From an optimization exercise on the open Yosys and OpenROAD flow, aimed at small area and few clock cycles per item; shortcuts taken in it are not production practice. Function was checked by simulation only, so behaviour that the tests miss may differ from the original. Power and IR drop assume default switching activity.

== job 613 ==
## expression_tokenizer_unit
module expression_tokenizer_unit #(
    parameter int MAX_FRAC_DIGITS = etok_pkg::MAX_FRAC_DIGITS_DEF,
    parameter int INT_BITS        = etok_pkg::INT_BITS_DEF
) (
    input  logic                      clk,
    input  logic                      rst_n,
    input  logic                      s_axis_tvalid,
    output logic                      s_axis_tready,
    input  logic [etok_pkg::CH_W-1:0] s_axis_tdata,    
    input  logic                      s_axis_tlast,    
    output logic                      m_axis_tvalid,
    input  logic                      m_axis_tready,
    output logic [39:0]               m_axis_tdata,    
    output logic [etok_pkg::KIND_W-1:0] m_axis_tuser,  
    output logic                      m_axis_tlast     
);
Size in the first run: about 930 cells after synthesis, ~59 I/O pins, about 7500 µm² of cells after synthesis.
Settings: LEC_CHECK=0, ABC_AREA=1, CAP_MARGIN=20, CORE_MARGIN=2, CORE_UTILIZATION=65, SLEW_MARGIN=20; clock period 10.0 ns.
standard.sh (not shown) runs the stock make flow with config.mk's settings and CLKGATE_MAP_FILE= SYNTH_SCRIPT=/design/flow/synth_recipe.tcl, a recipe that flattens the netlist after the stock synthesis.
==> flow/flow/run.sh <==
#!/bin/bash
# Own layout flow: the standard flow (standard synthesis, ORFS floorplan to
# finish) with two changes: the port buffers that global placement inserts use
# the smallest buffer cell instead of a delay buffer, and clock tree synthesis
# uses one buffer type in larger sink clusters without dummy loads.
set -euo pipefail
export BUFFER_PORTS_ARGS="-buffer_cell sky130_fd_sc_hd__buf_1"
export CTS_ARGS="-sink_clustering_enable -repair_clock_nets -buf_list sky130_fd_sc_hd__clkbuf_8 -sink_clustering_size 16 -dont_use_dummy_load"
bash standard.sh > standard.log 2>&1
Testbench counts of job 613, summed over its fixed seeds: cycles 31,132, tokens 10,951.
--- input diff job 613..job 4307 ---
==> flow/run.sh (new file) <==
#!/bin/bash
# synth_recipe.tcl (not shown) runs the flow's synth.tcl, then flattens the netlist and writes it again
# the make line also repeats each setting of config.mk as NAME=value (left out here)
make -C /OpenROAD-flow-scripts/flow DESIGN_CONFIG=/design/flow/config.mk WORK_HOME=/design/flow/orfs CLKGATE_MAP_FILE= SYNTH_SCRIPT=/design/flow/synth_recipe.tcl finish
removed: flow/flow/run.sh
removed: flow/standard.sh
Job 4307 finished every stage and its layout cleared the timing, DRC and antenna checks. Summary of job 4307 over job 613: clock latency of the later-clocked register in the worst-skew pair -0.03 ns, power +26%, worst hold-check slack -0.019 ns, portion of total power attributed to the clock network +12 points.
> inputs changed (job 4307 -> job 4146)
==> flow/flow/run.sh (new file) <==
#!/bin/bash
# Own layout flow: the standard flow (standard synthesis, ORFS floorplan to
# finish) with these changes:
# - before floorplan, every combinational cell goes to the smallest drive
#   strength of its family (flow/downsize.tcl); timing repair sizes up what
#   the period needs;
# - the port buffers that global placement inserts use the smallest buffer
#   cell instead of a delay buffer;
# - clock tree synthesis uses one buffer type in larger sink clusters,
#   without dummy loads;
set -euo pipefail
export PRE_FLOORPLAN_TCL="$PWD/flow/downsize.tcl"
export BUFFER_PORTS_ARGS="-buffer_cell sky130_fd_sc_hd__buf_1"
export CTS_ARGS="-sink_clustering_enable -repair_clock_nets -buf_list sky130_fd_sc_hd__clkbuf_8 -sink_clustering_size 16 -dont_use_dummy_load"
bash standard.sh > standard.log 2>&1
==> flow/flow/downsize.tcl (new file) <==
# Set every combinational cell of the synthesized netlist to the smallest
# drive strength of its own cell family (same function and pins); timing
# repair later in the flow sizes up what the clock period needs. Registers,
# tie cells and anything on DONT_USE_CELLS are left alone.
set db [ord::get_db]
set block [ord::get_db_block]
set dont_use {}
if { [info exists ::env(DONT_USE_CELLS)] } {
  set dont_use $::env(DONT_USE_CELLS)
}
proc is_dont_use { name patterns } {
  foreach p $patterns {
    if { [string match $p $name] } { return 1 }
  }
  return 0
}
array set best_area {}
array set best_master {}
foreach lib [$db getLibs] {
  foreach m [$lib getMasters] {
    set n [$m getName]
    if { ![regexp {^(.*)_([0-9]+)$} $n -> base drive] } { continue }
    if { [is_dont_use $n $dont_use] } { continue }
    set a [expr { [$m getWidth] * [$m getHeight] }]
    if { ![info exists best_area($base)] || $a < $best_area($base) } {
      set best_area($base) $a
      set best_master($base) $m
    }
  }
}
set swapped 0
foreach inst [$block getInsts] {
  set m [$inst getMaster]
  set n [$m getName]
  if { [regexp {__(df|dl|sdf|edf|conb|tap|fill|decap)} $n] } { continue }
  if { ![regexp {^(.*)_([0-9]+)$} $n -> base drive] } { continue }
  if { ![info exists best_master($base)] } { continue }
  set a [expr { [$m getWidth] * [$m getHeight] }]
  if { $best_area($base) < $a } {
    $inst swapMaster $best_master($base)
    incr swapped
  }
}
puts "downsize: $swapped cells set to their smallest drive strength"
==> flow/standard.sh (new file) <==
#!/bin/bash
# synth_recipe.tcl (not shown) runs the flow's synth.tcl, then flattens the netlist and writes it again
# the make line also repeats each setting of config.mk as NAME=value (left out here)
make -C /OpenROAD-flow-scripts/flow DESIGN_CONFIG=/design/flow/config.mk WORK_HOME=/design/flow/orfs CLKGATE_MAP_FILE= SYNTH_SCRIPT=/design/flow/synth_recipe.tcl "${@:-finish}"
removed: flow/run.sh
Notes after the runs:
Diff job 4307 -> job 4146 | met2 routed wirelength | decrease of 4.7%. Status: post-placement cell count parity (job 4307, job 4146). Delta (job 4146 minus job 4307): share of the clock period used by the worst path after layout went down; total iterations of the first detailed-routing run went down; total power divided by cell area went down. Job 4146 against job 4307: clock input transition at the sequential cells of the worst setup and hold paths rose by 0.02 ns, cell-internal power now sits lower, setup violation total in the final timing report now sits at about the same level, minimum clock period after layout -0.29 ns, final wirelength down about 4.3%. The smallest setup slack after layout in job 4146 sits 0.29 ns above the value recorded for job 4307.
Changes in job 1133 relative to job 4146:
==> flow/flow/run.sh <==
#!/bin/bash
# Own layout flow: the standard flow (standard synthesis, ORFS floorplan to
# finish) with two changes: the port buffers that global placement inserts use
# the smallest buffer cell instead of a delay buffer, and clock tree synthesis
# uses one buffer type in larger sink clusters without dummy loads.
set -euo pipefail
export BUFFER_PORTS_ARGS="-buffer_cell sky130_fd_sc_hd__buf_1"
export RECOVER_POWER=100
export CTS_ARGS="-sink_clustering_enable -repair_clock_nets -buf_list sky130_fd_sc_hd__clkbuf_8 -sink_clustering_size 16 -dont_use_dummy_load"
bash standard.sh > standard.log 2>&1
removed: flow/flow/downsize.tcl
==> comparison <==
- Re total power: job 1133 and job 4146 aren't equal, and the lower value belongs to job 4146.
- Utilization job 4146 -> job 1133: down
- Global router's overall resource usage (job 1133 over job 4146): decrease, 1.0 points
- Setup WNS job 4146 -> job 1133: worse
- Looking at job 1133 and job 4146, the clock slew seen by the registers of the worst setup and hold paths is a wash.
- Job 4146 reached the final stage; the timing, DRC and antenna checks on its layout passed.
- Although it ran to completion, job 1133 produced a layout that fails the final checks because of max-capacitance violations, max-slew violations.
- Number of max-cap violations, job 1133 and job 4146, higher one = job 1133.
- Initial core utilization | job 1133 below job 4146
The inputs of job 4729 differ from those of job 1133 as listed below.
# job 1133
export LEC_CHECK = 0
export ABC_AREA = 1
export CAP_MARGIN = 20
export CORE_MARGIN = 2
export CORE_UTILIZATION = 65
export SLEW_MARGIN = 20
create_clock -name core_clock -period 10.0 [get_ports {clk}]
# job 4729
export LEC_CHECK = 0
export ABC_AREA = 1
export CAP_MARGIN = 20
export CORE_MARGIN = 2
export CORE_UTILIZATION = 80
export CTS_BUF_LIST = sky130_fd_sc_hd__clkbuf_8
export CTS_CLUSTER_SIZE = 20
export SLEW_MARGIN = 20
create_clock -name core_clock -period 10.0 [get_ports {clk}]
==> flow/flow/run.sh <==
#!/bin/bash
# Own layout flow: the standard flow (standard synthesis, ORFS floorplan to
# finish), with the port buffers that global placement inserts made with the
# smallest buffer cell instead of the delay buffer the resizer picks.
set -euo pipefail
export BUFFER_PORTS_ARGS="-buffer_cell sky130_fd_sc_hd__buf_1"
bash standard.sh > standard.log 2>&1
Findings:
- Job 4729 ended up with s_axis_tdata[7] as its launch point of the worst path; job 1133 ended up with s_axis_tdata[1].
- Summary of job 4729 over job 1133: met2 track utilization from global routing grew by 16 points; area growth from synthesis to final layout went up 3.3 points; die area moved down.
- Job 4729 went all the way through synthesis, placement and routing and the layout is clean on timing, DRC and antenna.
- Met1 routed wirelength after detailed routing in job 4729 vs job 1133: down 13%
- sky130_fd_sc_hd__nor2_1 as the standard cell with the maximum stage delay on the critical path was reported by job 1133, and sky130_fd_sc_hd__fa_1 by job 4729.
- Proportion of layout cells with a drive suffix above 1, job 1133 and job 4729: higher on job 4729
- Summary of job 4729 over job 1133: sequential fraction of total cell area moved down; sequential share of power moved down; final cell count went down by about 2.2%; via count went up by 495.
- Die width shrinks by a little under 10% when moving from job 1133 to job 4729.
- Comparing job 1133 and job 4729, the higher number of global-route vias before repair is on job 4729.
--- input diff job 4729..job 6201 ---
# job 4729
export LEC_CHECK = 0
export ABC_AREA = 1
export CAP_MARGIN = 20
export CORE_MARGIN = 2
export CORE_UTILIZATION = 80
export CTS_BUF_LIST = sky130_fd_sc_hd__clkbuf_8
export CTS_CLUSTER_SIZE = 20
export SLEW_MARGIN = 20
create_clock -name core_clock -period 10.0 [get_ports {clk}]
# job 6201
export LEC_CHECK = 0
export ABC_AREA = 1
export CAP_MARGIN = 20
export CORE_MARGIN = 2
export CORE_UTILIZATION = 65
export SLEW_MARGIN = 20
create_clock -name core_clock -period 10.0 [get_ports {clk}]
==> flow/flow/run.sh <==
#!/bin/bash
# Own layout flow: the standard flow (standard synthesis, ORFS floorplan to
# finish) with these changes:
# - before floorplan, every combinational cell goes to the smallest drive
#   strength of its family (flow/downsize.tcl); timing repair sizes up what
#   the period needs;
# - the port buffers that global placement inserts use the smallest buffer
#   cell instead of a delay buffer;
# - clock tree synthesis uses one buffer type in larger sink clusters,
#   without dummy loads;
# - after global routing, gates off the critical paths are sized down again.
set -euo pipefail
export PRE_FLOORPLAN_TCL="$PWD/flow/downsize.tcl"
export BUFFER_PORTS_ARGS="-buffer_cell sky130_fd_sc_hd__buf_1"
export CTS_ARGS="-sink_clustering_enable -repair_clock_nets -buf_list sky130_fd_sc_hd__clkbuf_8 -sink_clustering_size 16 -dont_use_dummy_load"
export RECOVER_POWER=100
bash standard.sh > standard.log 2>&1
==> flow/flow/downsize.tcl (new file) <==
# Set every combinational cell of the synthesized netlist to the smallest
# drive strength of its own cell family (same function and pins); timing
# repair later in the flow sizes up what the clock period needs. Registers,
# tie cells and anything on DONT_USE_CELLS are left alone.
set db [ord::get_db]
set block [ord::get_db_block]
set dont_use {}
if { [info exists ::env(DONT_USE_CELLS)] } {
  set dont_use $::env(DONT_USE_CELLS)
}
proc is_dont_use { name patterns } {
  foreach p $patterns {
    if { [string match $p $name] } { return 1 }
  }
  return 0
}
array set best_area {}
array set best_master {}
foreach lib [$db getLibs] {
  foreach m [$lib getMasters] {
    set n [$m getName]
    if { ![regexp {^(.*)_([0-9]+)$} $n -> base drive] } { continue }
    if { [is_dont_use $n $dont_use] } { continue }
    set a [expr { [$m getWidth] * [$m getHeight] }]
    if { ![info exists best_area($base)] || $a < $best_area($base) } {
      set best_area($base) $a
      set best_master($base) $m
    }
  }
}
set swapped 0
foreach inst [$block getInsts] {
  set m [$inst getMaster]
  set n [$m getName]
  if { [regexp {__(df|dl|sdf|edf|conb|tap|fill|decap)} $n] } { continue }
  if { ![regexp {^(.*)_([0-9]+)$} $n -> base drive] } { continue }
  if { ![info exists best_master($base)] } { continue }
  set a [expr { [$m getWidth] * [$m getHeight] }]
  if { $best_area($base) < $a } {
    $inst swapMaster $best_master($base)
    incr swapped
  }
}
puts "downsize: $swapped cells set to their smallest drive strength"
==> comparison <==
- Job 6201 ends up with lower core utilization than job 4729 does.
- Number of antenna violations at the first check in global routing: job 6201 vs job 4729 identical
- Sort job 6201 and job 4729 by wire length asc -> top: job 6201
- Final cell area: job 6201 below job 4729
- Min areal power density over the cells across job 6201 and job 4729: job 6201
- Relative area of clock buffers and inverters in the final design down 1.6 points in job 6201 wrt job 4729

port drivers added, routing unchanged:
The flow's constraints put no driver on any port. The routed layouts listed below were extracted and timed again, unchanged, in two steps.
Step 1: set_driving_cell puts a clkbuf_16 on clk and a buf_2 on each other input, an assumption about the parent block.
Step 2 also shifts input and output timing later by t, the mid clock arrival at the registers, as if the neighbouring blocks saw the same clock.
Three values: no drivers, after step 1, after step 2; two values: the first two.
| run | t, ns | setup WS [ns] | worst setup path after step 2 | worst slew at a driven data input, ns | cell pins on the clock port's net |
|---|---|---|---|---|---|
| job 613 | 0.416 | 1.289 / 1.305 / 0.889 | input to register | 0.03 | 1 |
| job 4307 | 0.397 | 0.682 / 0.703 / 0.306 | input to register | 0.04 | 1 |
| job 4146 | 0.396 | 0.968 / 0.983 / 0.586 | input to register | 0.04 | 1 |
| job 1133 | 0.415 | 0.951 / 0.966 / 0.551 | input to register | 0.04 | 1 |
| job 4729 | 0.398 | 0.945 / 0.945 / 0.547 | input to register | 0.05 | 1 |
| job 6201 | 0.390 | 0.863 / 0.878 / 0.488 | input to register | 0.04 | 1 |
